Source: an optimization exercise on an open RTL-to-GDS flow (aim: small area and a short achievable clock period). Production flows keep margins and buffers that such runs may drop.
At most, simulation tests tie the RTL to the original design; equivalence was not proved.
The RTL of runs 4 and 5 was laid out without a check of its function.
In every run shown here, the design's own scripts or RTL, not TritonCTS, make the clock network.
The clock input has no modelled driver; a real chip could not lean on it and would need a root buffer or a full tree.
Power figures rest on the tool's default switching activity, not on a simulated workload.

--- flow/config.mk ---
export PLATFORM = sky130hd
export DESIGN_NAME = generic_fifo
export DESIGN_NICKNAME = generic_fifo
export VERILOG_FILES = /design/flow/design.v
export SDC_FILE = /design/flow/constraint.sdc
export NUM_CORES = 4
export LEC_CHECK = 0
export CAP_MARGIN = 20
export CORE_MARGIN = 2
export CORE_UTILIZATION = 40
export SETUP_SLACK_MARGIN = 3.6
export SLEW_MARGIN = 20
export SYNTH_HIERARCHICAL = 1
export SYNTH_MINIMUM_KEEP_SIZE = 0
--- flow/constraint.sdc ---
create_clock -name core_clock -period 6.0 [get_ports {aclk}]
set_input_delay 1.2000 -clock core_clock [delete_from_list [all_inputs] [get_ports {aclk}]]
set_output_delay 1.2000 -clock core_clock [all_outputs]
set_load 0.01 [all_outputs]
--- flow/design.v ---
package utils_pkg;
    typedef enum logic [2:0] {
        ST_IDLE = 3'd0,
        ST_HDR  = 3'd1,
        ST_DATA = 3'd2,
        ST_ERR  = 3'd3,
        ST_DONE = 3'd4
    } state_t;
    typedef struct packed {
        logic [7:0]  header;
        logic [3:0]  opcode;
        logic [63:0] data;
        logic [3:0]  error;
        state_t      m_state;
    } packet_t;
endpackage
module fifo_ptr #(
    parameter int DEPTH      = 16,
    parameter int COUNT_SIZE = (DEPTH <= 1) ? 1 : $clog2(DEPTH)
) (
    input  logic                  aclk,
    input  logic                  resetn,
    input  logic                  adv,
    output logic [COUNT_SIZE-1:0] ptr
);
    always_ff @(posedge aclk or negedge resetn) begin
        if (!resetn)
            ptr <= '0;
        else if (adv)
            ptr <= (ptr == COUNT_SIZE'(DEPTH - 1)) ? '0 : ptr + 1'b1;
    end
endmodule
module fifo_sel3n (
    input  logic a_n,
    input  logic a_sel,
    input  logic b_n,
    input  logic b_sel,
    input  logic c_n,
    input  logic c_sel,
    output logic y
);
    assign y = !((a_sel && a_n) || (b_sel && b_n) || (c_sel && c_n));
endmodule
module fifo_sel2n (
    input  logic a_n,
    input  logic c_n,
    input  logic a_sel,
    output logic y
);
    assign y = !(a_sel ? a_n : c_n);
endmodule
module fifo_rowctl (
    input  logic pop,
    input  logic vld_here,
    input  logic vld_above,
    input  logic vld_above_n,      
    output logic hold,
    output logic shift,
    output logic load
);
    assign hold  = !pop && vld_here;
    assign shift = pop && vld_above;
    assign load  = !vld_here || (pop && vld_above_n);
endmodule
module fifo_rowctl_top (
    input  logic pop,
    input  logic vld_here,
    output logic hold
);
    assign hold = !pop && vld_here;
endmodule
module fifo_flag (
    input  logic aclk,
    input  logic resetn,
    input  logic d,
    output logic q
);
    always_ff @(posedge aclk or negedge resetn) begin
        if (!resetn)
            q <= 1'b0;
        else
            q <= d;
    end
endmodule
module generic_fifo #(
    parameter int DEPTH      = 16,
    parameter int COUNT_SIZE = (DEPTH <= 1) ? 1 : $clog2(DEPTH)
) (
    input  logic                  aclk,
    input  logic                  resetn,
    input  logic                  push,
    input  logic                  pop,
    output logic [COUNT_SIZE-1:0] wr_ptr,
    output logic [COUNT_SIZE-1:0] rd_ptr,
    output logic                  full,
    output logic                  empty,
    input  utils_pkg::packet_t    data_in,
    output utils_pkg::packet_t    data_out
);
    localparam int W = $bits(data_in);
    logic [W-1:0]     mem     [DEPTH];
    logic [W-1:0]     mem_n   [DEPTH];     
    logic [W-1:0]     mem_nxt [DEPTH];
    logic [W-1:0]     din_n;
    logic [DEPTH:0]   vld;                 
    logic [DEPTH-1:0] vld_nxt;
    logic             nonempty;
    logic             do_push;
    logic             do_pop;
    assign vld[DEPTH] = 1'b0;
    assign empty      = !nonempty;
    assign do_push    = push && (!vld[DEPTH-1] || pop);
    assign do_pop     = pop && vld[0];
    assign data_out   = mem[0];
    fifo_ptr #(.DEPTH(DEPTH), .COUNT_SIZE(COUNT_SIZE)) u_wr_ptr (
        .aclk   (aclk),
        .resetn (resetn),
        .adv    (do_push),
        .ptr    (wr_ptr)
    );
    fifo_ptr #(.DEPTH(DEPTH), .COUNT_SIZE(COUNT_SIZE)) u_rd_ptr (
        .aclk   (aclk),
        .resetn (resetn),
        .adv    (do_pop),
        .ptr    (rd_ptr)
    );
    always_comb begin
        vld_nxt = vld[DEPTH-1:0];
        if (do_push && !do_pop)
            vld_nxt = {vld[DEPTH-2:0], 1'b1};
        else if (do_pop && !do_push)
            vld_nxt = {1'b0, vld[DEPTH-1:1]};
    end
    always_ff @(posedge aclk or negedge resetn) begin
        if (!resetn)
            vld[DEPTH-1:0] <= '0;
        else
            vld[DEPTH-1:0] <= vld_nxt;
    end
    fifo_flag u_full (
        .aclk   (aclk),
        .resetn (resetn),
        .d      (vld_nxt[DEPTH-1]),
        .q      (full)
    );
    fifo_flag u_nonempty (
        .aclk   (aclk),
        .resetn (resetn),
        .d      (vld_nxt[0]),
        .q      (nonempty)
    );
    localparam int NSPLIT = 4;
    localparam int SLICE  = (W + NSPLIT - 1) / NSPLIT;
    logic [NSPLIT-1:0] sel_hold  [DEPTH];
    logic [NSPLIT-1:0] sel_shift [DEPTH];
    logic [NSPLIT-1:0] sel_load  [DEPTH];
    for (genvar i = 0; i < DEPTH; i++) begin : g_ctl
        for (genvar k = 0; k < NSPLIT; k++) begin : g_copy
            if (i < DEPTH - 1) begin : g_mid
                fifo_rowctl u_ctl (
                    .pop       (pop),
                    .vld_here  (vld[i]),
                    .vld_above (vld[i+1]),
                    .vld_above_n (!vld[i+1]),
                    .hold      (sel_hold[i][k]),
                    .shift     (sel_shift[i][k]),
                    .load      (sel_load[i][k])
                );
            end else begin : g_top
                fifo_rowctl_top u_ctl (
                    .pop      (pop),
                    .vld_here (vld[i]),
                    .hold     (sel_hold[i][k])
                );
                assign sel_shift[i][k] = 1'b0;
                assign sel_load[i][k]  = !sel_hold[i][k];
            end
        end
    end
    assign din_n = ~data_in;
    for (genvar i = 0; i < DEPTH; i++) begin : g_row
        assign mem_n[i] = ~mem[i];
        for (genvar b = 0; b < W; b++) begin : g_bit
            if (i < DEPTH - 1) begin : g_mid
                fifo_sel3n u_sel (
                    .a_n   (mem_n[i][b]),
                    .a_sel (sel_hold[i][b / SLICE]),
                    .b_n   (mem_n[i+1][b]),
                    .b_sel (sel_shift[i][b / SLICE]),
                    .c_n   (din_n[b]),
                    .c_sel (sel_load[i][b / SLICE]),
                    .y     (mem_nxt[i][b])
                );
            end else begin : g_top
                fifo_sel2n u_sel (
                    .a_n   (mem_n[i][b]),
                    .a_sel (sel_hold[i][b / SLICE]),
                    .c_n   (din_n[b]),
                    .y     (mem_nxt[i][b])
                );
            end
        end
    end
    always_ff @(posedge aclk) begin
        for (int i = 0; i < DEPTH; i++)
            mem[i] <= mem_nxt[i];
    end
endmodule
--- flow/flow/run.sh ---
#!/bin/bash
# Own flow: the standard layout, except that the clock tree is built by flow/mycts.tcl
# (two buffer levels, four roots on aclk) in place of TritonCTS, and the port buffers start as
# buf_1. Each step's output goes to a
# log file of its own in this folder; ORFS's per-stage logs stay under orfs/logs/.
set -euo pipefail
here=$(pwd)
export PRE_CTS_TCL="$here/flow/mycts.tcl"
# port buffers start at the smallest buffer; timing repair upsizes the ones on critical paths
export BUFFER_PORTS_ARGS="-inputs -outputs -buffer_cell sky130_fd_sc_hd__buf_1"
bash standard.sh synth > "$here/flow_synth.log" 2>&1
bash standard.sh floorplan > "$here/flow_floorplan.log" 2>&1
bash standard.sh place > "$here/flow_place.log" 2>&1
bash standard.sh cts > "$here/flow_cts.log" 2>&1
bash standard.sh finish > "$here/flow_finish.log" 2>&1
test -f out/final.def
--- flow/flow/mycts.tcl ---
proc cts_env {name default} {
  if {[info exists ::env($name)] && $::env($name) ne ""} { return $::env($name) }
  return $default
}
set NLEAF [cts_env MYCTS_NLEAF 48]
set NMID [cts_env MYCTS_NMID 4]
set LEAF_CELL [cts_env MYCTS_LEAF_CELL sky130_fd_sc_hd__clkbuf_16]
set MID_CELL [cts_env MYCTS_MID_CELL sky130_fd_sc_hd__clkinv_16]
set ROOT_CELL [cts_env MYCTS_ROOT_CELL sky130_fd_sc_hd__clkbuf_16]

set db [ord::get_db]
set block [ord::get_db_block]
set clk_port [lindex [get_ports aclk] 0]
set clknet [$block findNet aclk]

# sinks: every flip-flop clock pin on aclk
set sinks {}
set pts {}
foreach it [$clknet getITerms] {
  set inst [$it getInst]
  set bb [$inst getBBox]
  lappend sinks $it
  lappend pts [list [expr {([$bb xMin] + [$bb xMax]) / 2}] [expr {([$bb yMin] + [$bb yMax]) / 2}]]
}
puts "mycts: [llength $sinks] sinks, $NLEAF leaves, $NMID mids"

# recursive bisection: split the index list idx into k parts of nearly equal size, each cut at
# the matching quantile along the wider side of its bounding box
proc bisect {pts idx k} {
  if {$k <= 1} { return [list $idx] }
  set xs [lmap i $idx {lindex $pts $i 0}]
  set ys [lmap i $idx {lindex $pts $i 1}]
  set w [expr {[tcl::mathfunc::max {*}$xs] - [tcl::mathfunc::min {*}$xs]}]
  set h [expr {[tcl::mathfunc::max {*}$ys] - [tcl::mathfunc::min {*}$ys]}]
  set ax [expr {$w >= $h ? 0 : 1}]
  set sorted [lsort -real -command [list apply {{pts ax a b} {
    set d [expr {[lindex $pts $a $ax] - [lindex $pts $b $ax]}]
    expr {$d < 0 ? -1 : ($d > 0 ? 1 : 0)}
  }} $pts $ax] $idx]
  set k1 [expr {$k / 2}]
  set n1 [expr {int(round([llength $idx] * double($k1) / $k))}]
  return [concat [bisect $pts [lrange $sorted 0 [expr {$n1 - 1}]] $k1] \
                 [bisect $pts [lrange $sorted $n1 end] [expr {$k - $k1}]]]
}
proc centroid {pts idx} {
  set sx 0.0; set sy 0.0
  foreach i $idx { set sx [expr {$sx + [lindex $pts $i 0]}]; set sy [expr {$sy + [lindex $pts $i 1]}] }
  set n [llength $idx]
  return [list [expr {$sx / $n}] [expr {$sy / $n}]]
}
set all {}
for {set i 0} {$i < [llength $pts]} {incr i} { lappend all $i }
set groups [bisect $pts $all $NMID]
set lasg [lrepeat [llength $pts] 0]
set lcents {}
set masg {}
set mcents {}
set per [expr {$NLEAF / $NMID}]
set g 0
foreach grp $groups {
  lappend mcents [centroid $pts $grp]
  foreach leaf [bisect $pts $grp $per] {
    set l [llength $lcents]
    lappend lcents [centroid $pts $leaf]
    lappend masg $g
    foreach i $leaf { lset lasg $i $l }
  }
  incr g
}
set NLEAF [llength $lcents]

proc mk_inst {block db cell name x y} {
  set m [$db findMaster $cell]
  set inst [odb::dbInst_create $block $m $name]
  set w [$m getWidth]; set h [$m getHeight]
  $inst setLocation [expr {int($x - $w / 2.0)}] [expr {int($y - $h / 2.0)}]
  $inst setPlacementStatus PLACED
  return $inst
}
proc mk_net {block name} {
  set net [odb::dbNet_create $block $name]
  $net setSigType CLOCK
  return $net
}

set MODE [cts_env MYCTS_MODE 2]
set leafdrv {}
if {$MODE == 2} {
  for {set j 0} {$j < $NMID} {incr j} {
    lassign [lindex $mcents $j] x y
    set ri [mk_inst $block $db $ROOT_CELL clkroot_${j}_aclk $x $y]
    [$ri findITerm A] connect $clknet
    set rn [mk_net $block clknet_root_${j}_aclk]
    [$ri findITerm X] connect $rn
    lappend leafdrv $rn
  }
} else {
  set rx 0.0; set ry 0.0
  foreach c $mcents { set rx [expr {$rx + [lindex $c 0]}]; set ry [expr {$ry + [lindex $c 1]}] }
  set rx [expr {$rx / $NMID}]; set ry [expr {$ry / $NMID}]
  set root [mk_inst $block $db $ROOT_CELL clkroot_aclk $rx $ry]
  [$root findITerm A] connect $clknet
  set rootnet [mk_net $block clknet_root_aclk]
  [$root findITerm X] connect $rootnet
  for {set j 0} {$j < $NMID} {incr j} {
    lassign [lindex $mcents $j] x y
    set mi [mk_inst $block $db $MID_CELL clkmid_${j}_aclk $x $y]
    [$mi findITerm A] connect $rootnet
    set mn [mk_net $block clknet_mid_${j}_aclk]
        foreach it [$mi getITerms] { if {[$it isOutputSignal]} { $it connect $mn } }
    lappend leafdrv $mn
  }
}
set leafnets {}
for {set j 0} {$j < $NLEAF} {incr j} {
  lassign [lindex $lcents $j] x y
  set li [mk_inst $block $db $LEAF_CELL clkleaf_${j}_aclk $x $y]
  [$li findITerm A] connect [lindex $leafdrv [lindex $masg $j]]
  set ln [mk_net $block clknet_leaf_${j}_aclk]
  foreach it [$li getITerms] { if {[$it isOutputSignal]} { $it connect $ln } }
  lappend leafnets $ln
}
foreach it $sinks a $lasg {
  $it disconnect
  $it connect [lindex $leafnets $a]
}
set_propagated_clock [all_clocks]
puts "mycts: done"

# the cts step's own clock_tree_synthesis call is now a no-op
rename clock_tree_synthesis {}
proc clock_tree_synthesis {args} { puts "clock_tree_synthesis skipped: tree built by PRE_CTS_TCL" }
--- flow/standard.sh ---
#!/bin/bash
# synth_recipe.tcl (not shown) runs the flow's synth.tcl, then flattens the netlist and writes it again
# the make line also repeats each setting of config.mk as NAME=value (left out here)
make -C /OpenROAD-flow-scripts/flow DESIGN_CONFIG=/design/flow/config.mk WORK_HOME=/design/flow/orfs CLKGATE_MAP_FILE= SYNTH_SCRIPT=/design/flow/synth_recipe.tcl "${@:-finish}"
==> impl.org, run 1 <==
** Run
- Number of violations of the max-capacitance limit :: 0

** Logic synthesis
- Most common cell in the synthesized netlist :: sky130_fd_sc_hd__inv_1
- Dominant cells by area after synthesis :: sky130_fd_sc_hd__dfxtp_1 (55%), sky130_fd_sc_hd__a222oi_1 (26%), sky130_fd_sc_hd__inv_1 (11%), sky130_fd_sc_hd__mux2i_1 (1.7%), sky130_fd_sc_hd__dfrtp_1 (1.4%)
- After technology mapping, the gate count stands at 4379.
- Distinct cell type count of the synthesized netlist :: 26
- Synthesized net count :: 4470
- Area fraction of the dominant cell type after synthesis :: 0.554
- Avg Cell Area, Syn :: 11.0 um2
- For this run, the leading register cell type out of synthesis is sky130_fd_sc_hd__dfxtp_1.
- Fraction of registers with async set/reset :: 0.0192
- Warning count from the yosys run :: 19
- Yosys mapped a number of flops with a built-in enable equal to 0.
- Flip-flop and latch count after synthesis :: around 1.4k
- The cell area that synthesis handed to floorplanning was ~48000 um2.
- Of all cell types, the one taking the most synthesized area is sky130_fd_sc_hd__dfxtp_1.
- The share of the Yosys chip area taken by registers is 0.567.
- Sorting the synthesized cells by how often they occur yields sky130_fd_sc_hd__inv_1 (1430), sky130_fd_sc_hd__dfxtp_1 (1328), sky130_fd_sc_hd__a222oi_1 (1245).

** Routing
- The first detailed-routing pass took 12 iterations.
- The routed design uses roughly 6.8 mm of met3 wire.
- DR vias :: 35.0k
- The routed design has 117 mm of wire.
- In this run the top signal layer used is met4.
- After detailed routing, the number of vias per cell comes to 5.57.
- The detailed router put a total of ~54 mm of wire on met1.
- After detailed routing, the average wire length per cell comes to between 15 and 20 um.
- For this block, the initial DRC count from the detailed router was a little over 7k.
- After detailed routing, the number of remaining DRC violations is 0.
- Met2 wirelength from detailed routing :: approximately 54 mm
- The detail route stage leaves a number of antenna-violating nets equal to 0.

** Final layout
- After the last flow step, the layout net total stands at 4766.
- Fill cell count :: 11.9k
- Area growth, synth to finish :: 9.57%
- Area used by multi-input combinational logic :: 15400 um2
- Reg area :: 27200 um2
- The finished layout holds 6286 standard cells, fillers aside.
- Of the cells placed in the final design, the portion with a size suffix greater than 1 is 0.0546.

** Worst setup path
- Worst Path Required :: 6380 ps
- CP Launch Type :: input port
- STA classifies the critical path endpoint as a register.
- The critical path is of the in2reg type.
- For the worst setup path, the data arrival time is 2840 ps.
- Along the worst path, the maximum fanout reaches 71.

** Placement
- Number of placed instances, taps included :: between 6k and 7k
- Post-detail-place hpwl :: 79.8 mm
- RePlAce Congestion :: 0.783
- Port buffering added 179 buffers.

** Die
- CORE AREA :: 119000 um2
- I/O pin count :: 180
- The floorplan has 127 rows.
- Floorplan die area :: roughly 120000 um2
- Initial Utilization :: 0.402
- Height of the die :: 350 um
- The die is 350 um wide.

** STA
- The clock period could shrink to 2470 ps.
- For the final routed database, the setup TNS stands at 0 ps.
- Headroom to the max-slew limit came out at 0.419.
- Upper clock frequency limit :: 0.406 GHz
- In the finished design, the share of the clock period the worst path needs comes to 0.411.
- Setup repair after global routing could not meet its margin everywhere.
- The number of slew-limit violations in the final report was 0.
- The final hold violation count was 0.
- Between clock sinks in the finished design, the worst skew comes to 24.6 ps.
- Worst-Margin Slew :: roughly 870 ps
- Setup violations remaining at the end of the flow were counted as 0.

** Global route
- Total routing resource utilization after global routing :: 0.179
- Entering global routing, the biggest net connects 144 pins.
- The first global-routing pass estimated about 190 mm of wire.
- Global routing finished with a remaining overflow of 0.
- Vias in the first global route :: 33.7k
- The initial antenna violation count was 0.

** Power
- In this run the static leakage power is 0.0243 uW.
- Worst ir drop on vdd :: 248 uV
- Cell area power density :: 569 nW/um2

** Status
- The run finished with no timing, DRC or antenna violations.

** Clock tree
- The later pin in the worst-skew pair is clocked with a latency of 460 ps.
- Clock-pin slew was measured on the worst setup and hold paths at 100 ps.

** Hold path
- Tightest Hold Check Type :: reg2reg
kinds of logic after synthesis:
group | synth area share
AO/OA/AOI/OAI | 0.279
multiplexers | 0.0178
AND/OR/NAND/NOR | 0.0203
XOR/XNOR | 0.000365
buffers and inverters | 0.114
adder cells (fa/ha/maj) | 0.00104
flip-flops | 0.567
worst max-delay path, cell delays in order:
cell and delay (ps):
sky130_fd_sc_hd__clkbuf_8 230, sky130_fd_sc_hd__clkbuf_16 330, sky130_fd_sc_hd__nor2b_4 740, sky130_fd_sc_hd__mux2i_1 280
per-module statistics from Yosys, one instance, submodules excluded, a selection:
module	copies in the design	area [um2]	flip-flops and latches
fifo_rowctl	60	22.5	0
fifo_flag	2	25.0	1
generic_fifo	1	32900	1344
fifo_rowctl_top	4	13.8	0
fifo_sel2n	83	10.0	0
fifo_sel3n	1245	10.0	0
cell type report:
| cell class | count | area share |
|---|---|---|
| diodes | 1 | 0.0000476 |
| well taps | 1612 | 0.0383 |
| multi-input cells | 1587 | 0.293 |
| plain buffers | 52 | 0.0247 |
| inverters | 1430 | 0.102 |
| repair buffers | 250 | 0.0239 |
| flip-flops and latches | 1354 | 0.518 |
report_power, final:
group / leakage, uW / internal, uW / switching, uW
combinational: 0.0122 / 4210 / 6830
sequential: 0.0115 / 13400 / 1300
clock: 0.000641 / 1560 / 2580
total: 0.0243 / 19200 / 10700
flip-flops by register name, indices dropped and copies added (netlist names):
name	cells
mem	1328
vld	16
u_rd_ptr.ptr	4
u_wr_ptr.ptr	4
u_full.q	1
u_nonempty.q	1
cell usage in the layout, fill, tap and decap left out, drive strengths merged, types with 4 or more instances in the layout:
| cell | netlist | routed |
|---|---|---|
| a22oi | 14 | 14 |
| dfxtp | 1328 | 1328 |
| nand3b | 14 | 14 |
| o21ai | 7 | 7 |
| a21oi | 16 | 16 |
| buf | 8 | 247 |
| nand3 | 4 | 4 |
| a222oi | 1245 | 1245 |
| dfrtp | 26 | 26 |
| mux2i | 83 | 83 |
| inv | 1430 | 1429 |
| ha | 4 | 4 |
| a21bo | 60 | 60 |
| nor2b | 65 | 65 |
| clkbuf | 0 | 55 |
| nand2 | 6 | 6 |
| and2 | 60 | 60 |
path summary, 6_finish.rpt:
check | from | slack, ps | to | cells past startpoint
worst max-delay path | pop | 3530 | mem[15][49] | 4
worst min-delay path | mem[9][19] | 460 | mem[8][19] | 2
worst max register to register | vld[15] | 3670 | vld[6] | 7
worst min register to register | mem[9][19] | 460 | mem[8][19] | 2
max in group asynchronous | resetn | 4720 | u_full.q | 1
min in group asynchronous | resetn | 780 | u_wr_ptr.ptr[2] | 1
through the flow:
stage | hold slack (ps) | total power [uW] | worst slack (ps) | instance area [um2] | util
after floorplan | 438 | 22600 | 3710 | 48000 | -
after global placement | 442 | 25500 | 2570 | 51100 | 0.428
after detailed placement | 449 | 25900 | 2590 | 51100 | 0.428
after CTS | 457 | 30000 | 3520 | 52500 | 0.440
after global routing | 475 | 32100 | 3460 | 52600 | 0.440
final | 459 | 29900 | 3530 | 52600 | 0.440
repair_timing:
item / CTS / global route
buffers inserted: 0 / 3
cloned: 0 / 1
resized for setup: 96 / 9
endpoints found under the setup margin: 1074 / 1020
hold buffers: 0 / 0
routing by layer:
metal | vias up | GRT usage
met2 | 855 | 0.307
met4 | 0 | 0.0272
met1 | 16500 | 0.247
met3 | 92 | 0.0180
li1 | 17600 | -
met5 | - | 0
==> inputs of run 2 (changes only) <==
--- a/flow/config.mk
+++ b/flow/config.mk
@@ -9,6 +9,7 @@
 export CORE_MARGIN = 2
 export CORE_UTILIZATION = 40
-export SETUP_SLACK_MARGIN = 3.6
+export SETUP_SLACK_MARGIN = 3.7
 export SLEW_MARGIN = 20
 export SYNTH_HIERARCHICAL = 1
 export SYNTH_MINIMUM_KEEP_SIZE = 0
+export TNS_END_PERCENT = 10
==> run 2 against run 1 <==
  * Still clean
  * Worst setup slack improved by 160 ps
  * Area after synthesis stayed put
  * Final area hardly changed
  * Via count is 0.87% higher
  * Clock power is essentially flat
  * Global-route usage is 0.24 points higher
  * Combinational power about the same
  * Clock skew fell by 3.5 ps
  * Critical path type is now reg2out
==> impl.org, run 2 <==
** Placement
- Port buffering added 179 buffers.
- At the end of routability-driven placement, the weighted congestion stood at 0.783.
- Post-detail-place hpwl :: 79.8 mm

** Routing
- In this run, the number of DRC markers left after iteration 0 of detailed routing was 7278.
- Wires add up to 118 mm.
- After detailed routing, the number of remaining DRC violations is 0.
- The first detailed-routing pass took 14 iterations.
- In this run the remaining antenna-violating nets after routing total 0.
- DR vias :: about 35k
- Avg Vias per Cell :: 5.62
- After detailed routing, the average wire length per cell comes to 18.7 um.

** Die
- Floorplan die area :: 123000 um2
- In this run the standard cell core region covers 119000 um2.
- The die is 350 um tall.
- For this design the top-level I/O count stands at 180.
- The floorplan has 127 rows.
- Horizontal extent of the die :: roughly 350 um
- Initial Utilization :: 0.402

** Final layout
- Area growth, synth to finish :: 9.65%
- At the end of the flow, the number of nets in the layout was 4768.
- In the final layout, the registers with the most flip-flops are mem x1328, vld x16.
- mem holds more flip-flops than any other register.
- The number of antenna diodes in the final layout is 0.
- Most frequent cells in the layout :: sky130_fd_sc_hd__inv_1 (1429), sky130_fd_sc_hd__dfxtp_1 (1328), sky130_fd_sc_hd__a222oi_1 (1245), sky130_fd_sc_hd__buf_1 (176), sky130_fd_sc_hd__mux2i_1 (83)
- Most frequent standard cell in the layout excluding fill and tap cells :: sky130_fd_sc_hd__inv_1
- Fill cells in the final layout number 11.9k.
- Max FFs per register :: 1328
- Fraction of final layout cells sized beyond drive strength 1 :: 0.0516

** Worst setup path
- The worst register-to-register path has a setup slack of ~3800 ps.
- Worst path slowest cell :: sky130_fd_sc_hd__dfxtp_1
- Counting cells, the worst reg-to-reg path comes to 3.
- Together, buffers and inverters on the worst path number 1.
- Cell depth of the worst setup path :: 1
- In this run the critical register-to-register path is launched from vld[12].
- Critical Path Sink Type :: output pin
- Critical Path, Cell by Cell :: buf_1
- Crit path max fanout :: 2
- CP Data Arrival Time :: ~1100 ps
- Source of the critical timing path :: mem[0][60]
- Reg-to-reg critical path endpoint :: mem[11][7]
- Timing endpoint of the critical path :: data_out[60]
- The worst setup path is launched from a register.
- Kind of cell adding the most delay to the critical path :: flip-flops
- Classification of the worst setup path :: reg2out
- Data on the critical path is required at its endpoint by 4800 ps.
- The largest single stage delay on the critical path is ~420 ps.

** Global route
- The initial antenna violation count is 1.
- Summed over all layers, the global routing overflow is 0.
- Total routing resource utilization after global routing :: 0.181
- The via count of the first global-routing pass came to 33.9k.
- The first global-routing pass estimated 187 mm of wire.
- Pin count of the biggest net entering global routing :: 76

** Hold path
- Tightest Hold Check Type :: reg2reg

** STA
- Between clock sinks in the finished design, the worst skew comes to roughly 21 ps.
- Setup repair after global routing could not meet its margin everywhere.
- Setup violations remaining at the end of the flow were counted as 0.
- Derived from the worst setup path, the maximum achievable clock frequency is 0.434 GHz.
- The worst path in the final design needs a cycle of 2310 ps, including I/O delays and setup.
- The number of slew-limit violations in the final report is 0.
- Crit share post-route :: 0.384
- At the pin with the least slew margin, the transition time is approximately 850 ps.
- The final hold violation count came to 0.
- Setup total negative slack on the finished layout was measured at 0 ps.
- Measured against its own limit, the worst slew margin works out to 0.433.

** Logic synthesis
- Sequential cell area fraction in the yosys report :: 0.567
- Flip-flop cell with the highest count after synthesis :: sky130_fd_sc_hd__dfxtp_1
- In the synthesized netlist the async set-or-reset flop fraction comes to 0.0192.
- Synthesis produced 4379 cells.
- Most frequent cells after synthesis :: sky130_fd_sc_hd__inv_1 (1430), sky130_fd_sc_hd__dfxtp_1 (1328), sky130_fd_sc_hd__a222oi_1 (1245)
- During synthesis, Yosys emitted a total of 19 warnings.
- Of the post-synthesis cell area, the dominant cell type holds 0.554.
- Among all cell types in the netlist, the one instantiated most often is sky130_fd_sc_hd__inv_1.
- Yosys mapped the design onto 26 distinct sky130hd cell types.
- The biggest area contributor in the post-synthesis netlist is sky130_fd_sc_hd__dfxtp_1.
- Flip-flop and latch count after synthesis :: 1354
- After synthesis, the cell types taking the most area are sky130_fd_sc_hd__dfxtp_1 (55%), sky130_fd_sc_hd__a222oi_1 (26%), sky130_fd_sc_hd__inv_1 (11%), sky130_fd_sc_hd__mux2i_1 (1.7%), sky130_fd_sc_hd__dfrtp_1 (1.4%).
- Yosys mapped a number of flops with a built-in enable equal to 0.
- Mapped Area :: 48000 um2
- A synthesized cell averages 11.0 um2.
- Synthesized net count :: around 4.5k

** Clock tree
- Hold buffers post-CTS :: 0
- Clock network latency to the later pin of the worst-skew pair :: 460 ps
- Clock slew seen by the registers of the worst setup and hold paths :: 110 ps

** Run
- Number of violations of the max-capacitance limit :: 0

** Power
- Power comes to 29900 uW.
- For this design the ratio of total power to cell area is approximately 570 nW/um2.
- IR analysis of the VDD net gives a maximum drop of 253 uV.
- Static power due to leakage :: 0.0244 uW

** Status
- Result of the run :: no timing/DRC/antenna violations
run 2: cell types whose count changed in the layout (fill, tap and decap cells not counted), moves of 2 or more:
| cell | before | now |
|---|---|---|
| sky130_fd_sc_hd__a21bo_1 | 16 | 27 |
| sky130_fd_sc_hd__a21bo_2 | 43 | 33 |
| sky130_fd_sc_hd__and2_1 | 13 | 18 |
| sky130_fd_sc_hd__and2_2 | 47 | 42 |
| sky130_fd_sc_hd__nor2b_4 | 6 | 9 |
| sky130_fd_sc_hd__buf_4 | 69 | 67 |
run 2: what timing repair did:
action	in CTS	in global routing
endpoints found under the setup margin	1087	263
cloned	5	0
resized for setup	87	7
buffers inserted	1	0
run 2: power by group:
| group | switching, uW | leakage, uW | internal (uW) |
|---|---|---|---|
| combinational | 6840 | 0.0122 | 4200 |
| clock | 2590 | 0.000641 | 1560 |
| sequential | 1310 | 0.0115 | 13400 |
| total | 10700 | 0.0244 | 19200 |
run 2: layer usage:
layer  part of all wire  track usage
met1               0.46        0.250
met2               0.47        0.311
met3              0.061       0.0181
met4              0.017       0.0290
met5                  0            0
run 2: how the worst min path moves through the flow:
| stage | start | to | slack, ps | depth (start not counted) |
|---|---|---|---|---|
| after CTS | mem[8][60] | mem[7][60] | 460 | 2 |
| after global placement | mem[15][19] | mem[14][19] | 440 | 2 |
| after global routing | mem[3][4] | mem[2][4] | 470 | 2 |
| after floorplan | mem[15][63] | mem[15][63] | 440 | 2 |
| final | mem[13][73] | mem[12][73] | 460 | 2 |
| after detailed placement | mem[8][60] | mem[7][60] | 450 | 2 |
run 2: final cells by class:
type | count | area (um2) | share of cell area
Buffer | 52 | 1300 | 0.0247
Inverter | 1430 | 5370 | 0.102
Multi-Input combinational cell | 1591 | 15500 | 0.294
Sequential cell | 1354 | 27200 | 0.518
Tap cell | 1612 | 2020 | 0.0383
Timing Repair Buffer | 248 | 1250 | 0.0238
run 2: stage by stage:
stage	setup slack, ps	cells	hold WS [ps]	instance area, um2	util
3_3_place_gp	2570	6229	442	51100	0.428
6_report	3690	6287	459	52600	0.441
2_1_floorplan	3710	4379	438	48000	-
5_1_grt	3600	6287	475	52600	0.441
4_1_cts	3610	6287	457	52600	0.440
3_5_place_dp	2590	6229	449	51100	0.428
run 2: modules after synthesis (local to each module, per instance), a selection:
module | cells inside | flip-flops and latches | times used
fifo_sel3n | 1 | 0 | 1245
fifo_rowctl | 3 | 0 | 60
fifo_sel2n | 1 | 0 | 83
fifo_flag | 1 | 1 | 2
generic_fifo | 2831 | 1344 | 1
fifo_rowctl_top | 1 | 0 | 4
run 2: kinds of logic after synthesis:
family	share of synthesized area
XOR/XNOR	0.000365
adder cells (fa/ha/maj)	0.00104
buffers and inverters	0.114
flip-flops	0.567
multiplexers	0.0178
AND/OR/NAND/NOR	0.0203
AO/OA/AOI/OAI	0.279
==> inputs of run 3 (changes only) <==
--- a/flow/flow/mycts.tcl
+++ b/flow/flow/mycts.tcl
@@ -3,5 +3,5 @@
   return $default
 }
-set NLEAF [cts_env MYCTS_NLEAF 48]
+set NLEAF [cts_env MYCTS_NLEAF 56]
 set NMID [cts_env MYCTS_NMID 4]
 set LEAF_CELL [cts_env MYCTS_LEAF_CELL sky130_fd_sc_hd__clkbuf_16]
--- a/flow/config.mk
+++ b/flow/config.mk
@@ -9,7 +9,8 @@
 export CORE_MARGIN = 2
 export CORE_UTILIZATION = 40
+export CTS_CLUSTER_DIAMETER = 100
+export CTS_CLUSTER_SIZE = 30
 export SETUP_SLACK_MARGIN = 3.7
 export SLEW_MARGIN = 20
 export SYNTH_HIERARCHICAL = 1
 export SYNTH_MINIMUM_KEEP_SIZE = 0
-export TNS_END_PERCENT = 10
==> run 3 against run 2 <==
  * Still clean on timing, DRC and antenna
  * Maximum frequency about the same
  * Area after synthesis unchanged
  * Synthesized cell count unchanged
  * Critical endpoint is now full
  * Highest routed layer unchanged
==> impl.org, run 3 <==
** Logic synthesis
- Area fraction of the dominant cell type after synthesis :: 0.554
- In this run the cell area of the synthesized design comes to about 48000 um2.
- Synthesis produced a netlist whose cell count is between 4k and 5k.
- Warning count from the yosys run :: 19
- The compound-cell area share of the yosys netlist is 0.279.
- Simple-gate share of the synthesized area :: 0.0203
- For this run, the leading register cell type out of synthesis is sky130_fd_sc_hd__dfxtp_1.
- Yosys mapped a number of flops with a built-in enable equal to 0.
- The average instance in the mapped netlist occupies 11.0 um2.
- Dominant combinational cell family by area after synthesis :: compound AO/OA/AOI/OAI gates
- Of the post-synthesis cell area, the part taken by muxes is 0.0178.
- Dominant cells by area after synthesis :: sky130_fd_sc_hd__dfxtp_1 (55%), sky130_fd_sc_hd__a222oi_1 (26%), sky130_fd_sc_hd__inv_1 (11%), sky130_fd_sc_hd__mux2i_1 (1.7%), sky130_fd_sc_hd__dfrtp_1 (1.4%)
- The synthesized design contains 1354 register bits.
- Of the total synthesized cell area, the portion taken by full adders, half adders and majority gates is 0.00104.
- Fraction of registers with async set/reset :: 0.0192
- Cell type contributing the most total cell area after synthesis :: sky130_fd_sc_hd__dfxtp_1
- Synthesized net count :: 4470
- The commonest cells after synthesis are sky130_fd_sc_hd__inv_1 (1430), sky130_fd_sc_hd__dfxtp_1 (1328), sky130_fd_sc_hd__a222oi_1 (1245).
- In this run, distinct cell masters in the synthesized netlist total 26.
- Of the total synthesized cell area, the portion taken by XOR and XNOR cells is 0.000365.
- Sequential cell area fraction in the yosys report :: 0.567
- In the post-synthesis netlist, the cell with the most instances is sky130_fd_sc_hd__inv_1.

** STA
- Crit share post-route :: 0.384
- Hold violation total from the final report :: 0
- Min Tclk post-route :: 2300 ps
- For the pin with the worst max-slew slack, the measured transition is 903 ps.
- Between clock sinks in the finished design, the worst skew comes to 20.5 ps.
- Derived from the worst setup path, the maximum achievable clock frequency is 0.434 GHz.
- Total Neg Setup Slack :: 0 ps
- Setup repair after global routing could not meet its margin everywhere.
- Final-report max-slew violation count :: 0
- Measured against its own limit, the worst slew margin works out to 0.397.
- Setup violations remaining at the end of the flow were counted as 0.

** Routing
- First-pass detailed-route iteration total :: 17
- The detailed router placed 35.3k vias in this run.
- Summed over all layers, the routed wires come to approximately 120 mm.
- Count of routing violations after the opening detailed-route iteration :: 7004
- Avg Vias per Cell :: 5.60
- WL/cell :: 18.7 um
- Post-DRT Antenna Nets :: 0
- In the routed design, unresolved DRC markers number 0.

** Hold path
- The worst hold path belongs to the class reg2reg.
- Hold wc startpoint :: mem[15][28]
- The worst hold path passes through 2 cells.
- The path with the worst hold slack has its endpoint at mem[14][28].

** Final layout
- Compared with the post-synthesis result, the final layout area differs by 10.3%.
- Max FFs per register :: 1328
- In the layout the commonest cells are sky130_fd_sc_hd__inv_1 (1428), sky130_fd_sc_hd__dfxtp_1 (1326), sky130_fd_sc_hd__a222oi_1 (1245), sky130_fd_sc_hd__buf_1 (160), sky130_fd_sc_hd__mux2i_1 (83).
- Final standard cell utilization of the core :: 0.443
- Register ranked first by flip-flop count :: mem
- Most frequent standard cell in the layout excluding fill and tap cells :: sky130_fd_sc_hd__inv_1
- The largest registers in the layout are mem x1328, vld x16.
- Layout net count :: 4782
- Fraction of final layout cells sized beyond drive strength 1 :: 0.0614
- Fill cell count :: 11.9k

** Worst setup path
- Counting cells, the worst reg-to-reg path comes to 3.
- Classification of the worst setup path :: reg2out
- Worst Path Required :: 4800 ps
- Traced cell by cell, the critical path runs through buf_6.
- In this run the register-to-register setup slack is 3860 ps.
- Among cell families on the critical path, the largest total delay comes from flip-flops.
- For this design, the slowest cell found on the critical path is sky130_fd_sc_hd__dfrtp_2.
- Number of buffer and inverter instances along the worst setup path :: 1
- CP Launch Type :: register
- The worst register-to-register path ends at mem[10][18].
- Beginning of the worst register-to-register path :: vld[11]
- Data on the critical path arrives at its endpoint at between 1000 and 1500 ps.
- In this run the worst path has a maximum fanout of 1.
- On the worst path, the slowest cell contributes a delay of 490 ps.
- STA classifies the critical path endpoint as an output pin.

** Global route
- Antenna violations before repair :: 1
- Total routing resource utilization after global routing :: 0.182
- Entering global routing, the biggest net connects 76 pins.
- Global-route wire length before repair :: 187 mm
- The via count of the first global-routing pass came to 34.0k.
- GR Overflow Total :: 0

** Status
- The run finished with no timing, DRC or antenna violations.

** Die
- Initial Utilization :: 0.402
- Row generation in the floorplan step produced 127 rows.
- Measured along the y axis, the die boundary spans 350 um.
- CORE AREA :: 119000 um2
- Measured along the x axis, the die boundary spans 350 um.
- I/O pin count :: 180
- The floorplan step defined a die boundary enclosing around 120000 um2.

** Placement
- RePlAce Congestion :: 0.783
- During placement, the flow inserted port buffers numbering between 150 and 200.
- Post-detail-place hpwl :: 79.8 mm

** Power
- The completed layout was analyzed and its total power is 30300 uW.
- Net Sw Power :: 10800 uW
- IR analysis of the VDD net gives a maximum drop of 235 uV.
- Reg power frac :: 0.487
- Internal power component :: between 15000 and 20000 uW
- Static power due to leakage :: 0.0245 uW
- Of the total power, combinational logic draws 0.367.
- Of the total power, the clock network draws 0.145.
- Cell area power density :: 572 nW/um2
- Of the total power, the share spent switching nets is 0.356.

** Run
- Number of violations of the max-capacitance limit :: 0

** Clock tree
- Clock slew seen by the registers of the worst setup and hold paths :: 90 ps
- For the worst-skew pair, the clock arrives at the later sink with an insertion delay of 470 ps.
-- run 3: how the worst max path moves through the flow --
stage | cells past startpoint | slack [ps] | start | end
6_report | 1 | 3700 | u_full.q | full
5_1_grt | 1 | 3640 | u_full.q | full
4_1_cts | 1 | 3670 | u_full.q | full
3_5_place_dp | 5 | 2590 | pop | vld[5]
3_3_place_gp | 4 | 2570 | pop | mem[9][66]
2_1_floorplan | 2 | 3710 | pop | mem[0][0]
-- run 3: power groups by stage --
| stage | registers, uW | logic (uW) | clock network, uW |
|---|---|---|---|
| after floorplan | 14800 | 7820 | 0 |
| after global placement | 14800 | 10700 | 0 |
| after detailed placement | 15000 | 10900 | 0 |
| after CTS | 14700 | 11000 | 4560 |
| after global routing | 15200 | 12400 | 4870 |
| final | 14700 | 11100 | 4400 |
-- run 3: layout make-up --
type	instances	area [um2]	share of cell area
inverters	1430	5370	0.101
well taps	1612	2020	0.0381
plain buffers	60	1500	0.0284
repair buffers	254	1330	0.0252
flip-flops and latches	1354	27200	0.515
diodes	1	2.50	0.0000473
multi-input cells	1591	15500	0.292
-- run 3: timing repair --
| action | CTS | global route |
|---|---|---|
| cloned | 5 | 0 |
| hold buffers | 0 | 0 |
| buffers inserted | 2 | 5 |
| setup endpoints to repair | 1090 | 267 |
| gates resized for setup | 99 | 34 |
-- run 3: kinds of logic (layout without fill, tap and decap cells) --
kind of cell / Yosys count / after routing
flip-flops: 1354 / 1354
buffers and inverters: 1438 / 1744
other: 0 / 1
adder cells (fa/ha/maj): 4 / 4
AND/OR/NAND/NOR: 151 / 155
multiplexers: 85 / 85
AO/OA/AOI/OAI: 1345 / 1345
XOR/XNOR: 2 / 2
-- run 3: through the flow --
| step | cell area (um2) | instances | setup WS [ps] | hold WS, ps |
|---|---|---|---|---|
| 3_3_place_gp | 51100 | 6229 | 2570 | 442 |
| 2_1_floorplan | 48000 | 4379 | 3710 | 438 |
| 5_1_grt | 52900 | 6301 | 3640 | 469 |
| 3_5_place_dp | 51100 | 6229 | 2590 | 449 |
| 4_1_cts | 52800 | 6296 | 3670 | 444 |
| 6_report | 52900 | 6302 | 3700 | 458 |
-- run 3: per-module statistics from Yosys (local to each module, per instance), a selection --
| module | area (um2) | flip-flops and latches | cells inside |
|---|---|---|---|
| fifo_flag | 25.0 | 1 | 1 |
| fifo_rowctl | 22.5 | 0 | 3 |
| fifo_sel2n | 10.0 | 0 | 1 |
| generic_fifo | 32900 | 1344 | 2831 |
| fifo_sel3n | 10.0 | 0 | 1 |
| fifo_rowctl_top | 13.8 | 0 | 1 |
-- run 3: routing by layer --
layer,routed length (um),share of wire,global-route usage,vias to the layer above
met4,2130,0.018,0.0314,0
li1,-,-,-,17700
met5,0,0,0,-
met3,7400,0.063,0.0213,118
met2,54700,0.46,0.311,938
met1,53700,0.46,0.248,16600
==> inputs of run 4 (changes only) <==
--- a/flow/design.v
+++ b/flow/design.v
@@ -59,7 +59,16 @@
     output logic load
 );
+    logic pop_to_free;             
     assign hold  = !pop && vld_here;
     assign shift = pop && vld_above;
-    assign load  = !vld_here || (pop && vld_above_n);
+    fifo_nand2 u_free (.a(pop), .b(vld_above_n), .y(pop_to_free));
+    fifo_nand2 u_load (.a(vld_here), .b(pop_to_free), .y(load));
+endmodule
+module fifo_nand2 (
+    input  logic a,
+    input  logic b,
+    output logic y
+);
+    assign y = !(a && b);
 endmodule
 module fifo_rowctl_top (
--- a/flow/flow/mycts.tcl
+++ b/flow/flow/mycts.tcl
@@ -3,5 +3,5 @@
   return $default
 }
-set NLEAF [cts_env MYCTS_NLEAF 56]
+set NLEAF [cts_env MYCTS_NLEAF 48]
 set NMID [cts_env MYCTS_NMID 4]
 set LEAF_CELL [cts_env MYCTS_LEAF_CELL sky130_fd_sc_hd__clkbuf_16]
--- a/flow/config.mk
+++ b/flow/config.mk
@@ -9,6 +9,4 @@
 export CORE_MARGIN = 2
 export CORE_UTILIZATION = 40
-export CTS_CLUSTER_DIAMETER = 100
-export CTS_CLUSTER_SIZE = 30
 export SETUP_SLACK_MARGIN = 3.7
 export SLEW_MARGIN = 20
==> run 4 against run 3 <==
  * Still clean
  * Final cell count decreased by 0.17%
  * Critical path depth increased by 3
  * Clock power decreased by 7.3%
  * First-iteration DRC count is 1.1% lower
  * Via count shrank 4.3%
  * Core utilization decreased by 0.42 points
  * Total power decreased by 2.6%
  * Critical path type is now in2reg
  * Critical endpoint is now mem[15][20]
  * Largest power group unchanged
  * Highest routed layer is now met5
==> impl.org, run 4 <==
** Status
- The flow ran to the end and the layout has no timing, DRC or antenna violations.

** Final layout
- Layout net count :: between 4k and 5k
- Max FFs per register :: around 1.3k
- Fraction of final layout cells sized beyond drive strength 1 :: 0.0665
- The largest registers in the layout are mem x1328, vld x16.
- Relative to the synthesized area, the layout overhead comes to 9.19%.
- 0 antenna diodes ended up in the layout.
- The top cell types in the final layout, fill and taps aside, are sky130_fd_sc_hd__inv_1 (1428), sky130_fd_sc_hd__dfxtp_1 (1325), sky130_fd_sc_hd__a222oi_1 (1245), sky130_fd_sc_hd__buf_1 (156), sky130_fd_sc_hd__mux2i_1 (83).
- Most frequent standard cell in the layout excluding fill and tap cells :: sky130_fd_sc_hd__inv_1
- Register ranked first by flip-flop count :: mem

** STA
- The number of slew-limit violations in the final report was 0.
- Upper clock frequency limit :: 0.434 GHz
- Max-Slew Margin vs Limit :: 0.435
- Across all hold checks on the routed design, the worst slack comes to 455 ps.
- Of the available clock period, the critical path in the final layout requires 0.384.
- Total Neg Setup Slack :: 0 ps
- Worst-Margin Slew :: 845 ps
- RSZ-0062 raised after global routing :: yes
- The final hold violation count came to 0.
- Clock skew on the completed layout was measured at between 15 and 20 ps.
- # setup viols final :: 0
- For the finished layout, the period the worst path requires is around 2300 ps.

** Global route
- Global-route wire length before repair :: 171 mm
- Total routing resource utilization after global routing :: 0.162
- The initial antenna violation count came to 3.
- Entering global routing, the biggest net connects 71 pins.
- GR Overflow Total :: 0
- Vias in the first global route :: 32.6k

** Placement
- Number of buffer cells added on primary ports :: 179
- The HPWL after detailed placement is 76.1 mm.
- The congestion estimate from routability-driven global placement came to 0.806.

** Run
- Number of violations of the max-capacitance limit :: 0

** Power
- Of the total power, registers draw 0.501.
- Of the total power, the clock network draws 0.138.
- Static power due to leakage :: 0.0243 uW
- Of the total power, the share spent switching nets is 0.354.
- In this run the power spent charging and discharging nets is 10400 uW.
- Share of power burned in combinational logic :: 0.360
- Internal power component :: 19000 uW
- Dividing total power by cell area gives a power density of 562 nW/um2.
- VDD sags by at most 314 uV.

** Logic synthesis
- By instance count, the leading cell after synthesis is sky130_fd_sc_hd__inv_1.
- sky130_fd_sc_hd__dfxtp_1 takes more of the synthesized area than any other cell.
- The number of different library cells used by synthesis comes to 26.
- By area the synthesized netlist is led by sky130_fd_sc_hd__dfxtp_1 (55%), sky130_fd_sc_hd__a222oi_1 (26%), sky130_fd_sc_hd__inv_1 (11%), sky130_fd_sc_hd__mux2i_1 (1.7%), sky130_fd_sc_hd__dfrtp_1 (1.4%).
- Synthesized net count :: around 4.5k
- Mapped Area :: slightly below 50000 um2
- Dividing the synthesized area by the synthesized cell count gives 10.8 um2.
- The cell count after synthesis came out at 4439.
- Area fraction of the dominant cell type after synthesis :: 0.553
- After synthesis, the most frequently instantiated cells are sky130_fd_sc_hd__inv_1 (1430), sky130_fd_sc_hd__dfxtp_1 (1328), sky130_fd_sc_hd__a222oi_1 (1245).
- For this run, the number of Yosys warnings is 19.
- Counting flops with a built-in enable in the synthesized netlist gives 0.
- Counting flops and latches in the post-synthesis netlist gives between 1k and 1.5k.
- For this run, the register share of the synthesized area comes to 0.566.
- Fraction of registers with async set/reset :: 0.0192
- Flip-flop cell with the highest count after synthesis :: sky130_fd_sc_hd__dfxtp_1

** Worst setup path
- Crit path max fanout :: 70
- Critical Path Sink Type :: register
- Worst Path Required :: approximately 6400 ps
- CP Launch Type :: input port
- Classification of the worst setup path :: in2reg
- CP Data Arrival Time :: 2670 ps

** Die
- In this run the vertical extent of the chip is 351 um.
- Row generation in the floorplan step produced 127 rows.
- The total area inside the core boundary comes to ~120000 um2.
- Horizontal extent of the die :: 351 um
- Floorplan die area :: about 120000 um2
- The initial utilization of the core area, before any placement, comes to 0.402.
- I/O pin count :: 180

** Routing
- The routed layout has about 34k vias.
- Dividing the detail-routed via count by the number of cells gives 5.37.
- The first detailed-routing pass took 14 iterations.
- Remaining routing DRC violations :: 0
- Post-DRT Antenna Nets :: 0
- After detailed routing, the average wire length per cell comes to 16.7 um.
- For this block, the initial DRC count from the detailed router was roughly 6.9k.
- Drt total wl :: 105 mm

** Clock tree
- Clock network latency to the later pin of the worst-skew pair :: 450 ps
- Clock-pin slew was measured on the worst setup and hold paths at about 100 ps.
- Buffers inserted to repair hold after CTS numbered 0.

** Hold path
- The min-delay analysis places its worst path in the category reg2reg.
[run 4: repair_timing]
| item | 4_1_cts | 5_1_grt |
|---|---|---|
| buffers inserted | 6 | 1 |
| pin swaps | 1 | 4 |
| setup endpoints to repair | 1142 | 337 |
| cloned | 2 | 0 |
| gates resized for setup | 92 | 33 |
[run 4: power by group through the flow]
stage | logic [uW] | registers [uW] | clock network, uW
final | 10600 | 14800 | 4080
after global routing | 12100 | 15200 | 4560
after CTS | 10600 | 14800 | 4250
after detailed placement | 10400 | 15000 | 0
after global placement | 10200 | 14800 | 0
after floorplan | 7750 | 14800 | 0
[run 4: cell families (layout without fill, tap and decap cells)]
group / after synthesis / count (layout) / share of synthesized area
adders and majority gates: 4 / 4 / 0.00104
xor gates and xnor gates: 2 / 2 / 0.000364
AOI/OAI and AO/OA: 1285 / 1285 / 0.267
muxes: 85 / 85 / 0.0177
DFF: 1354 / 1354 / 0.566
and+or+nand+nor: 271 / 271 / 0.0343
buffers and inverters: 1438 / 1678 / 0.114
[run 4: Yosys stat by module, one instance, submodules excluded, a selection]
module           times used  flip-flops and latches  cell area, um2  cells
generic_fifo              1                    1344           32900   2831
fifo_flag                 2                       1            25.0      1
fifo_rowctl              60                       0            16.3      2
fifo_rowctl_top           4                       0            13.8      1
fifo_sel2n               83                       0            10.0      1
fifo_sel3n             1245                       0            10.0      1
fifo_nand2              120                       0            3.75      1
[run 4: layout make-up]
| class | instances | area (um2) |
|---|---|---|
| plain buffers | 52 | 1300 |
| well taps | 1612 | 2020 |
| inverters | 1430 | 5380 |
| repair buffers | 196 | 930 |
| fillers | 12100 | 67200 |
| multi-input cells | 1647 | 15600 |
| flip-flops and latches | 1354 | 27300 |
[run 4: stage by stage]
| step | instances | instance area, um2 | total power, uW | setup WS [ps] | utilization |
|---|---|---|---|---|---|
| floorplan | 4439 | 48100 | 22600 | 3780 | - |
| CTS | 6290 | 52400 | 29600 | 3650 | 0.438 |
| global route | 6291 | 52500 | 31800 | 3660 | 0.439 |
| finish | 6291 | 52500 | 29500 | 3690 | 0.439 |
| detailed placement | 6230 | 50800 | 25400 | 2400 | 0.424 |
| global placement | 6230 | 50800 | 25000 | 2410 | 0.424 |
[run 4: layer usage]
metal | vias to the layer above | track usage | wire length (um)
li1 | 17700 | - | -
met1 | 15400 | 0.221 | 49900
met2 | 647 | 0.279 | 48100
met3 | 84 | 0.0251 | 5880
met4 | 6 | 0.0204 | 1390
met5 | - | 0 | 43
[run 4: worst max-delay path, cell delays in order]
cell and delay (ps):
sky130_fd_sc_hd__clkbuf_16 180, sky130_fd_sc_hd__buf_16 260, sky130_fd_sc_hd__nor2b_4 690, sky130_fd_sc_hd__mux2i_1 270
[run 4: path summary, 6_finish.rpt]
kind / start / endpoint / slack (ps) / cells after the start
setup reg to reg: vld[15] / vld[3] / 3730 / 6
min in group asynchronous: resetn / u_full.q / 810 / 1
setup / recovery: pop / mem[15][20] / 3690 / 4
max in group asynchronous: resetn / u_rd_ptr.ptr[2] / 4620 / 1
hold / removal: mem[5][44] / mem[4][44] / 450 / 2
hold reg to reg: mem[5][44] / mem[4][44] / 450 / 2
==> inputs of run 5 (changes only) <==
--- a/flow/design.v
+++ b/flow/design.v
@@ -52,23 +52,16 @@
 module fifo_rowctl (
     input  logic pop,
+    input  logic pop_n,
     input  logic vld_here,
+    input  logic vld_here_n,
     input  logic vld_above,
-    input  logic vld_above_n,      
+    input  logic vld_above_n,
     output logic hold,
     output logic shift,
     output logic load
 );
-    logic pop_to_free;             
-    assign hold  = !pop && vld_here;
-    assign shift = pop && vld_above;
-    fifo_nand2 u_free (.a(pop), .b(vld_above_n), .y(pop_to_free));
-    fifo_nand2 u_load (.a(vld_here), .b(pop_to_free), .y(load));
-endmodule
-module fifo_nand2 (
-    input  logic a,
-    input  logic b,
-    output logic y
-);
-    assign y = !(a && b);
+    assign hold  = !(pop || vld_here_n);
+    assign shift = !(pop_n || vld_above_n);
+    assign load  = !(vld_here && (pop_n || vld_above));
 endmodule
 module fifo_rowctl_top (
@@ -114,8 +107,10 @@
     logic [DEPTH:0]   vld;                 
     logic [DEPTH-1:0] vld_nxt;
+    logic             pop_n;
     logic             nonempty;
     logic             do_push;
     logic             do_pop;
     assign vld[DEPTH] = 1'b0;
+    assign pop_n      = !pop;
     assign empty      = !nonempty;
     assign do_push    = push && (!vld[DEPTH-1] || pop);
@@ -168,7 +163,9 @@
             if (i < DEPTH - 1) begin : g_mid
                 fifo_rowctl u_ctl (
-                    .pop       (pop),
-                    .vld_here  (vld[i]),
-                    .vld_above (vld[i+1]),
+                    .pop         (pop),
+                    .pop_n       (pop_n),
+                    .vld_here    (vld[i]),
+                    .vld_here_n  (!vld[i]),
+                    .vld_above   (vld[i+1]),
                     .vld_above_n (!vld[i+1]),
                     .hold      (sel_hold[i][k]),
==> run 5 against run 4 <==
  * Die area down 0.90%
  * Combinational power grew 9%
  * Maximum frequency is 2.8% lower
  * First-iteration DRC count up 5.7%
  * Still clean
  * Routed wire length increased by 15%
  * Via count up 4.6%
  * Register-to-register slack better by 20 ps
  * Clock skew is 1.1 ps higher
  * Core utilization grew 2.4 points
==> impl.org, run 5 <==
** Logic synthesis
- Flip-flop cell with the highest count after synthesis :: sky130_fd_sc_hd__dfxtp_1
- Measured against the total synthesized area, the mux share comes to 0.0179.
- Of the total synthesized cell area, the portion taken by XOR and XNOR cells is 0.000368.
- Warning count from the yosys run :: 19
- After synthesis, the largest family of logic cells by area is compound AO/OA/AOI/OAI gates.
- In this run, synthesis inferred 0 flip-flops with an integrated enable.
- By count the netlist is led by sky130_fd_sc_hd__inv_1 (1433), sky130_fd_sc_hd__dfxtp_1 (1328), sky130_fd_sc_hd__a222oi_1 (1245).
- Flip-flop and latch count after synthesis :: 1354
- Cell type contributing the most total cell area after synthesis :: sky130_fd_sc_hd__dfxtp_1
- The compound-cell area share of the yosys netlist is 0.280.
- Post-Syn Instances :: roughly 4.4k
- Of the total synthesized cell area, the portion taken by full adders, half adders and majority gates is 0.00105.
- Distinct cell type count of the synthesized netlist :: 25
- The share of synthesized area in the top cell type comes to 0.558.
- The number of nets handed over by synthesis was 4473.
- Sequential cell area fraction in the yosys report :: 0.572
- Simple-gate share of the synthesized area :: 0.0141
- Most common cell in the synthesized netlist :: sky130_fd_sc_hd__inv_1
- Summing every instance area after synthesis gives 47600 um2.
- In the synthesized netlist the async set-or-reset flop fraction comes to 0.0192.
- Dominant cells by area after synthesis :: sky130_fd_sc_hd__dfxtp_1 (56%), sky130_fd_sc_hd__a222oi_1 (26%), sky130_fd_sc_hd__inv_1 (11%), sky130_fd_sc_hd__mux2i_1 (1.7%), sky130_fd_sc_hd__dfrtp_1 (1.4%)
- Avg Cell Area, Syn :: 10.9 um2

** Final layout
- Most frequent cells in the layout :: sky130_fd_sc_hd__inv_1 (1428), sky130_fd_sc_hd__dfxtp_1 (1319), sky130_fd_sc_hd__a222oi_1 (1245), sky130_fd_sc_hd__buf_1 (163), sky130_fd_sc_hd__buf_4 (121)
- The largest registers in the layout are mem x1328, vld x16.
- # diodes :: 0
- More flip-flops sit in one register than any other, and that register is mem.
- After filler insertion, the fill cell instance count of the layout stands at between 10k and 15k.
- Most frequent standard cell in the layout excluding fill and tap cells :: sky130_fd_sc_hd__inv_1
- The register with the most flip-flops in the layout has 1328 of them.
- Measured on the finished design, the core utilization comes to 0.463.
- Area growth, synth to finish :: 14.8%
- The finished layout holds 6357 standard cells, fillers aside.
- The final layout contains approximately 4.9k nets.
- Of the cells placed in the final design, the portion with a size suffix greater than 1 is 0.0900.

** Hold path
- Hold wc startpoint :: mem[14][15]
- For hold timing, the worst endpoint is mem[13][15].
- The tightest min-delay check is of the reg2reg type.
- The worst hold path passes through 2 cells.

** Die
- Initial Utilization :: 0.403
- CORE AREA :: roughly 120000 um2
- Horizontal extent of the die :: 349 um
- The initialized floorplan defines 126 standard-cell rows.
- Height of the die :: 349 um
- I/O pin count :: 180
- The die covers 122000 um2.

** Worst setup path
- CP Launch Type :: input port
- Setup slack on the worst reg-to-reg path comes out at 3750 ps.
- Worst Reg2Reg Path Length in Cells :: 5
- The signal on the critical path passes through buf_12 -> nand2_1 -> inv_1 -> ha_4 -> nand2_1 -> o211ai_1.
- In this design, the largest share of critical-path delay is due to buffers and inverters.
- STA puts the critical path data required time at 6280 ps.
- The endpoint identified for the worst register-to-register timing path is vld[0].
- Library cell appearing most often on the critical path :: sky130_fd_sc_hd__nand2_1
- Beginning of the worst register-to-register path :: vld[0]
- Of all nets on the critical path, the largest fanout is 28.
- Largest incremental delay on the critical path :: 360 ps
- Classification of the worst setup path :: in2reg
- Number of buffer and inverter instances along the worst setup path :: 2
- STA puts the critical path data arrival time at 2650 ps.
- Critical Path Sink Type :: register
- Worst path slowest cell :: sky130_fd_sc_hd__inv_1

** STA
- # setup viols final :: 0
- Hold violation total from the final report :: 0
- Worst-Margin Slew :: 869 ps
- Headroom to the max-slew limit came out at 0.419.
- The number of slew-limit violations in the final report is 0.
- RSZ-0062 raised after global routing :: yes
- Total Neg Setup Slack :: 0 ps
- Upper clock frequency limit :: 0.422 GHz
- Clock tree skew after final layout :: a little under 20 ps
- Subtracting the final worst setup slack from the clock period gives about 2400 ps.
- Of the available clock period, the critical path in the final layout requires 0.395.
- Final worst slack :: 3630 ps

** Routing
- DR vias :: 35.3k
- Dividing the detail-routed via count by the number of cells gives 5.56.
- WL/cell :: approximately 19 um
- The first detailed-routing pass took 14 iterations.
- Post-DRT Antenna Nets :: 0
- Wires add up to 122 mm.
- After detailed routing, the number of remaining DRC violations is 0.
- The detailed router finished its first iteration with 7317 violations.

** Placement
- Post-detail-place hpwl :: 75.9 mm
- At the placement stage, the worst setup path has a slack of 2000 ps.
- In this run, placement finished with an instance count of 6191.
- Number of buffer cells added on primary ports :: around 180
- RePlAce Congestion :: 0.795

** Global route
- Across every metal layer, demand over resource in global routing totals 0.177.
- The initial antenna violation count came to 1.
- Global routing finished with a remaining overflow of 0.
- Global-route wire length before repair :: 183 mm
- Pin count of the biggest net entering global routing :: 47
- The via count of the first global-routing pass is roughly 34k.

** Power
- Static power due to leakage :: 0.0248 uW
- In this run the power density over the cells is 568 nW/um2.
- The worst-case IR drop observed on VDD is 300 uV.

** Run
- Max-cap violations in this run came to 0.

** Clock tree
- For the worst-skew pair, the clock arrives at the later sink with an insertion delay of between 400 and 500 ps.
- After clock tree synthesis, the clock-pin slew on the worst setup and hold paths is 110 ps.

** Status
- Result of the run :: no timing/DRC/antenna violations
[run 5: cell types whose count changed in the layout (fill, tap and decap cells not counted), sizes merged]
cell,delta
clkinvlp,+3
a211o,-1
o211ai,+1
o21ai,+119
nor2,+125
bufbuf,-1
and2,-60
buf,+128
a21boi,+1
o21a,-1
and2b,-60
nor2b,-1
clkbuf,+8
nand2,-119
[run 5: worst max-delay path by stage]
stage	cells after the start	slack, ps	endpoint	start
global placement	5	2120	mem[8][78]	pop
floorplan	6	1620	vld[11]	pop
global route	6	3610	vld[0]	pop
CTS	3	3490	mem[6][70]	vld[6]
detailed placement	5	2000	mem[8][73]	pop
finish	6	3630	vld[0]	pop
[run 5: kinds of logic after synthesis]
| logic type | count (synthesis) |
|---|---|
| buf+inv | 1441 |
| mux | 85 |
| flops | 1354 |
| fa+ha+maj | 4 |
| simple gates | 151 |
| compound gates | 1345 |
| xor+xnor | 2 |
[run 5: repair_timing]
| item | in CTS | in global routing |
|---|---|---|
| pin swaps | 34 | 22 |
| endpoints found under the setup margin | 1306 | 1231 |
| gates cloned | 47 | 31 |
| buffers inserted | 27 | 9 |
| resized for setup | 175 | 66 |
| hold buffers | 0 | 0 |
[run 5: tightest hold or removal path: stages (launching register included)]
cell and delay (ps):
sky130_fd_sc_hd__dfxtp_1 310, sky130_fd_sc_hd__inv_1 60, sky130_fd_sc_hd__a222oi_1 50
[run 5: layout make-up]
cell class | count | area [um2] | share of cell area
Sequential cell | 1354 | 27300 | 0.500
Inverter | 1433 | 5400 | 0.0987
Buffer | 52 | 1300 | 0.0238
Multi-Input combinational cell | 1651 | 16500 | 0.302
Timing Repair Buffer | 331 | 2230 | 0.0407
Tap cell | 1536 | 1920 | 0.0351
[run 5: metrics by stage]
| stage | power, uW | instance area [um2] | hold WS [ps] |
|---|---|---|---|
| finish | 31000 | 54700 | 456 |
| global route | 33200 | 54700 | 470 |
| CTS | 30700 | 53900 | 460 |
| detailed placement | 25500 | 50900 | 449 |
| global placement | 25100 | 50900 | 442 |
| floorplan | 22500 | 47600 | 438 |
[run 5: modules after synthesis, one instance, submodules excluded, excerpt]
module | cell area [um2] | cells inside
fifo_rowctl_top | 13.8 | 1
generic_fifo | 32900 | 2834
fifo_flag | 25.0 | 1
fifo_sel3n | 10.0 | 1
fifo_rowctl | 16.3 | 3
fifo_sel2n | 10.0 | 1
[run 5: layer usage]
layer  wire (um)  global-route usage
met1       54700               0.233
met2       58100               0.315
met3        6750              0.0212
met4        1900              0.0289
met5          13                   0
[run 5: power breakdown]
group	internal (uW)	leakage, uW	switching [uW]	total (uW)
Sequential	13500	0.0115	1830	15300
Combinational	4560	0.0127	7060	11600
Clock	1560	0.000641	2560	4120

-- separate check: timing with driven ports --
Ports are ideal in the flow. The routed layouts listed here were re-timed in OpenROAD. Step 1, drivers: a clkbuf_16 drives aclk and a buf_2 each remaining input, both assumed. Step 2 adds t to the input delays and takes it off the output delays; t is the mean of the earliest and latest rising clock arrival at the registers after step 1. Input paths then give back, and output paths get back, about the clock's delay inside the block. a / b / c = no drivers / after step 1 / after step 2; a / b = the first two.
| run | t, ns | setup slack, ns | latest minus earliest clock arrival (ns) |
|---|---|---|---|
| run 1 | 0.595 | 3.535 / 3.539 / 3.050 | 0.029 / 0.028 |
| run 2 | 0.596 | 3.694 / 3.547 / 3.200 | 0.028 / 0.028 |
| run 3 | 0.607 | 3.695 / 3.548 / 3.238 | 0.023 / 0.023 |
| run 4 | 0.595 | 3.695 / 3.558 / 3.210 | 0.026 / 0.026 |
| run 5 | 0.592 | 3.629 / 3.582 / 3.100 | 0.020 / 0.020 |
After both steps every run listed still meets setup and hold. The setup slack of run 5, which loses most, moves by -0.047 ns with the drivers and by -0.529 ns with both steps.
